Context: an optimization exercise on an open-source flow, tuned for small area, a short achievable clock period and few clock cycles per item. The choices shown serve that exercise and are no tape-out recipe. Function was not checked in any run shown here: the RTL went through the layout flow alone.

==> flow/design.v (outline; a module is shown in full before it is edited, if it fits) <==
// module trans_chroma_pipe: 1634 lines
module trans_chroma_pipe (
  input  logic        clk,
  input  logic        rst_n,
  input  logic        in_valid,
  output logic        in_ready,
  input  logic [7:0]  y_in,
  input  logic [15:0] c_in,
  output logic [7:0]  lut_y,
  output logic        lut_rd_en,
  input  logic [39:0] lut_mean,
  input  logic [39:0] lut_width,
  output logic        out_valid,
  input  logic        out_ready,
  output logic [39:0] out_data
);
  // ...
==> flow/run.sh <==
#!/bin/bash
# synth_recipe.tcl (not shown) runs the flow's synth.tcl, then flattens the netlist and writes it again
# the make line also repeats each setting of config.mk as NAME=value (left out here)
make -C /OpenROAD-flow-scripts/flow DESIGN_CONFIG=/design/flow/config.mk WORK_HOME=/design/flow/orfs CLKGATE_MAP_FILE= SYNTH_SCRIPT=/design/flow/synth_recipe.tcl finish
==> flow/config.mk <==
export PLATFORM = sky130hd
export DESIGN_NAME = trans_chroma_pipe
export DESIGN_NICKNAME = trans_chroma_pipe
export VERILOG_FILES = /design/flow/design.v
export SDC_FILE = /design/flow/constraint.sdc
export NUM_CORES = 4
export LEC_CHECK = 0
export CAP_MARGIN = 20
export CORE_MARGIN = 2
export CORE_UTILIZATION = 40
export SETUP_SLACK_MARGIN = 3.5
export SLEW_MARGIN = 20
==> flow/constraint.sdc <==
create_clock -name core_clock -period 7.0 [get_ports {clk}]
set_input_delay 1.4000 -clock core_clock [delete_from_list [all_inputs] [get_ports {clk}]]
set_output_delay 1.4000 -clock core_clock [all_outputs]
set_load 0.01 [all_outputs]
==> flow_metrics.tcl, run 1 <==
set metrics [dict create \
    numCtsBuffers 24 \
    wl_met1_microns 28500 \
    cp.depth 11 \
    r2r-start "oneq1[3]" \
    final-clk-cell-share_pct 2.66 \
    layout_common_cells "a22oi_1, xnor2_1, buf_4, edfxtp_1, xor2_1" \
    nets 2956 \
    n_all_inverters 193 \
    startpoint "raq1[0]" \
    final-nonclk-buf-share_pct 14.3 \
    syn_nets 2669 \
    r2r_slack_ns 3.24 \
    clock.fmax_mhz 225 \
    clockBufferDepth 3 \
    netlist-cell-type-count 76 \
    max_cap_viol_count 0 \
    finalWirelength_microns 67500 \
    reg2reg_depth 10 \
    status "timing/DRC/antenna clean" \
    critical_path_required_ns 5.60 \
    critPathLaunchType "register" \
    multiInputGateArea_sq_um 16600 \
]
==> run 2, diff against run 1 <==
--- a/flow/design.v
+++ b/flow/design.v
@@ -9,19 +9,20 @@
   output logic        lut_rd_en,
   input  logic [39:0] lut_mean,
   input  logic [39:0] lut_width,
   output logic        out_valid,
   input  logic        out_ready,
   output logic [39:0] out_data
 );
   logic stall;
-  logic [2:0] v_q;
+  logic [3:0] v_q;
   logic [15:0] c0_q;
   logic p0_q;
+  logic [39:0] out_q;
   logic [19:0] dq0;
   logic [9:0] oneq0;
   logic [9:0] twoq0;
   logic [9:0] negq0;
   logic [19:0] raq0;
   logic [19:0] rbq0;
   logic lcq0;
   logic [19:0] dq1;
@@ -660,22 +661,22 @@
   logic k1_590;
   logic s1_591;
   logic k1_592;
   logic [27:0] ra1;
   logic [27:0] rb1;
   logic lc1;
   logic [19:0] res1;
   logic [20:0] sx1;
-  assign stall     = v_q[2] & ~out_ready;
-  assign in_ready  = ~v_q[2] | out_ready | ~in_valid;
-  assign lut_rd_en = ~v_q[2] | out_ready | ~v_q[0];
+  assign stall     = v_q[3] & ~out_ready;
+  assign in_ready  = ~v_q[3] | out_ready | ~in_valid;
+  assign lut_rd_en = ~v_q[3] | out_ready | ~v_q[0];
   assign lut_y     = y_in;
-  assign out_valid = v_q[2];
-  assign out_data  = {res1, res0};
+  assign out_valid = v_q[3];
+  assign out_data  = out_q;
   assign me0 = p0_q ? 20'h06D00 : lut_mean[0+:20];
   assign we0 = p0_q ? 20'h00100 : lut_width[0+:20];
   assign d0 = {4'b0, c0_q[0+:8], 8'b0} - me0;
   assign one0[0] = we0[0] ^ 1'b0;
   assign two0[0] = (we0[1] & ~we0[0] & ~1'b0) | (~we0[1] & we0[0] & 1'b0);
   assign neg0[0] = we0[1];
   assign one0[1] = we0[2] ^ we0[1];
   assign two0[1] = (we0[3] & ~we0[2] & ~we0[1]) | (~we0[3] & we0[2] & we0[1]);
@@ -1604,17 +1605,17 @@
   assign rb1[26] = s1_589;
   assign ra1[27] = k1_590;
   assign rb1[27] = s1_591;
   assign lc1 = ({1'b0, ra1[7:0]} + {1'b0, rb1[7:0]}) >> 8;
   assign sx1 = {raq1, 1'b1} + {rbq1, lcq1};
   assign res1 = sx1[20:1];
   always_ff @(posedge clk or negedge rst_n) begin
     if (!rst_n) v_q <= '0;
-    else if (!stall) v_q <= {v_q[1:0], in_valid};
+    else if (!stall) v_q <= {v_q[2:0], in_valid};
   end
   always_ff @(posedge clk) begin
     if (!stall) begin
       c0_q <= c_in;
       p0_q <= (y_in >= 8'd125) && (y_in <= 8'd188);
       dq0 <= d0;
       oneq0 <= one0;
       twoq0 <= two0;
@@ -1624,11 +1625,12 @@
       lcq0 <= lc0;
       dq1 <= d1;
       oneq1 <= one1;
       twoq1 <= two1;
       negq1 <= neg1;
       raq1 <= ra1[27:8];
       rbq1 <= rb1[27:8];
       lcq1 <= lc1;
+      out_q <= {res1, res0};
     end
   end
 endmodule
==> flow/config.mk (replaced) <==
export PLATFORM = sky130hd
export DESIGN_NAME = trans_chroma_pipe
export DESIGN_NICKNAME = trans_chroma_pipe
export VERILOG_FILES = /design/flow/design.v
export SDC_FILE = /design/flow/constraint.sdc
export NUM_CORES = 4
export LEC_CHECK = 0
export CAP_MARGIN = 20
export CORE_MARGIN = 2
export CORE_UTILIZATION = 40
export SETUP_SLACK_MARGIN = 3.0
export SLEW_MARGIN = 20
==> run 2 against run 1 <==
  * Global-route usage shrank 3.2 points
  * Maximum frequency up 13%
  * Synthesized cell count up 1.1%
  * Critical path depth decreased by 7
  * Utilization decreased by 5.5 points
==> flow_metrics.tcl, run 2 <==
set metrics [dict create \
    synth_commonest_cells "a22oi_1, xnor2_1, fa_1, edfxtp_1, xor2_1" \
    grt_pass1_vias 17395 \
    die_w_microns 249 \
    wl_per_cell_microns 19.3 \
    synthToLayoutAreaGrowth_pct 14.2 \
    ys_ff_latch 243 \
    finalWirelength_microns 59900 \
    clock-sinks 243 \
    io_buffers 158 \
    syn_avg_cell_area_sq_um 10.8 \
    status "timing/DRC/antenna clean" \
    gp_congestion 0.844 \
    antenna-diode-count 0 \
    clockBufferDepth 3 \
    cpMostUsedCell "clkdlybuf4s50_1" \
    start_util_pct 40.7 \
    fin_worst_skew_ns 0.0211 \
    cp.depth 4 \
    crit_family "buffers and inverters" \
    cts_tree "done" \
    netlist.area_leader.share_pct 29.8 \
    r2r_slack_ns 3.10 \
    ys_async_sr_fraction_pct 1.65 \
    drt_iter0_drc 1536 \
    grtUsageTotal_pct 19.0 \
    numCtsBuffers 28 \
    fin_tns_setup_ns 0 \
    gr-total-overflow 0 \
    fin_crit_ns 3.95 \
    clkLatencyLatePin_ns 0.58 \
    syn_nets 2693 \
    regMostFlops "out_q" \
    critical_path_required_ns 5.60 \
    dieHeight_microns 249 \
    r2r_end "rbq0[12]" \
    cts.htree.levels 1 \
    ys.flop_type "edfxtp_1" \
    rsz0062_at_grt "yes" \
    max_cap_viol_count 0 \
    nets 2763 \
    grt_pass1_wl_microns 95800 \
    cts_hold_buffers 0 \
    netlist-cell-type-count 70 \
    vias 17168 \
    dp_hpwl_microns 42200 \
    layout_common_cells "a22oi_1, xnor2_1, fa_1, edfxtp_1, xor2_1" \
    hold-worst-slack_ns 0.469 \
    critical_path_class "in2out" \
    yosysMostFrequentCell "a22oi_1" \
    crit_fanout 4 \
    critPathLaunchType "input pin" \
    setup_viol 0 \
    yosys.area.top_type "edfxtp_1" \
    clk_pin_slew_worst_paths_ns 0.06 \
    startpoint "out_ready" \
    cp-end-kind "output port" \
    fillers 5472 \
    syn_inst 2231 \
    path_buf_inv 2 \
    synth_warnings 1 \
    post-route-drc-count 0 \
    clock.fmax_mhz 253 \
    rows 89 \
    first_pass_iters 6 \
    die_area_sq_um 62200 \
    largest_reg_flops 40 \
    r2r-start "oneq0[4]" \
    crit_path_top_delay_cell "clkdlybuf4s50_1" \
    antenna_found_initial 3 \
    synth_area_sq_um 24100 \
    ctsRootBufferMaster "clkbuf_16" \
    max_slew_margin_pct 26.8 \
    cp_cell_sequence "clkdlybuf4s50_1, nor2b_4, nand2_1, clkdlybuf4s50_1" \
    synth.yosys.seq_area_share_pct 30.2 \
    final.period_utilization_pct 56.5 \
    synth.area.top_cells "edfxtp_1, fa_1, a22oi_1" \
    reg2reg_depth 8 \
    hold_path_class "reg2reg" \
    antenna_left 0 \
    slew_viol_final 0 \
    boundaryPins 159 \
    arrival_ns 2.55 \
    finalHoldViolCount 0 \
    synth_enable_flop_cells 239 \
    max_stage_delay_ns 0.52 \
    crit_end "in_ready" \
    worst_slew_pin_slew_ns 1.10 \
    grt_start_max_net_pins 178 \
    layout_commonest_cell "a22oi_1" \
    drive_gt1_share_pct 6.76 \
    coreArea_sq_um 59200 \
    via_per_inst 5.55 \
]
==> run 2: changes by cell type in the layout (fill, tap and decap cells not counted), moves of 40 or more <==
cell,delta
buf_4,-155
fa_1,+72
buf_6,-47
clkdlybuf4s50_1,+50
buf_2,-41
edfxtp_1,+40
fa_2,-72
a22oi_1,+61
a22oi_2,-62
==> run 2: cell families after synthesis <==
group	Yosys count	share of synthesized area, %
AOI/OAI and AO/OA	533	15.9
xor gates and xnor gates	439	16.0
adders and majority gates	354	25.9
buffers and inverters	382	6.08
DFF	243	30.2
muxes	2	0.0934
and+or+nand+nor	278	5.92
==> run 2: worst min-delay path by stage <==
stage          startpoint  endpoint  slack [ns]  cells after the start
4_1_cts            v_q[2]    v_q[3]        0.47                      1
3_3_place_gp       v_q[2]    v_q[3]        0.45                      1
3_5_place_dp       v_q[2]    v_q[3]        0.45                      1
6_report           v_q[2]    v_q[3]        0.47                      1
2_1_floorplan      v_q[2]    v_q[3]        0.43                      1
5_1_grt            v_q[2]    v_q[3]        0.49                      1
==> run 2: layer usage <==
metal  vias up  global-route usage, %  wire length [microns]
met5         -                      0                     44
met4         6                   4.80                   1300
met3       105                   3.08                   4580
met2       732                   29.8                  26900
met1      8437                   27.3                  27100
li1       7888                      -                      -
==> run 2: area by class of cell <==
class / instances / area, sq um / share of cell area [%]
clock inverter: 19 / 201 / 0.732
timing repair buffer: 234 / 2260 / 8.20
sequential: 243 / 7280 / 26.4
tap: 773 / 967 / 3.51
inverter: 188 / 709 / 2.58
clock buffer: 33 / 741 / 2.69
multi-input combinational: 1606 / 15400 / 55.8
==> run 2: what timing repair did <==
item | CTS | global route
gates resized for setup | 2 | 1
setup buffers | 9 | 44
pin swaps | 0 | 0
setup endpoints to repair | 8 | 12
cloned | 0 | 0
==> run 2: through the flow <==
stage          instances  cell area, sq um  setup slack, ns  util (%)
6_report            3096             27500             3.05      46.4
5_1_grt             3096             27500             2.97      46.4
4_1_cts             3049             27100             3.00      45.7
3_5_place_dp        2988             26100             2.68      44.0
3_3_place_gp        2988             26100             2.70      44.0
2_1_floorplan       2231             24100             1.39         -

-- static timing again, ports no longer ideal --
How much do the figures lean on ideal ports? The routed layouts below were timed once more, with nothing changed but the port constraints.
Step 1 sets driving cells, clkbuf_16 on the clock port and buf_2 on the other inputs (assumed; they add their load-dependent delay and slew).
Step 2, shift: input delay + t, output delay - t, t = (earliest + latest rising clock arrival at the registers) / 2. This alone moves slack from input paths to output paths.
Three values: no drivers, after step 1, after step 2; two values: the first two.
run	shift t [ns]	setup slack, ns	worst setup path at the end	slew at the worst register clock pin (ns)
run 1	0.597	2.550 / 2.497 / 3.068	input to register	0.06 / 0.06
run 2	0.625	3.048 / 3.022 / 2.932	input to register	0.07 / 0.07
After both steps every run listed still meets setup and hold. For run 2, which loses most, drivers alone change the setup slack by -0.026 ns; drivers and shift together by -0.116 ns.
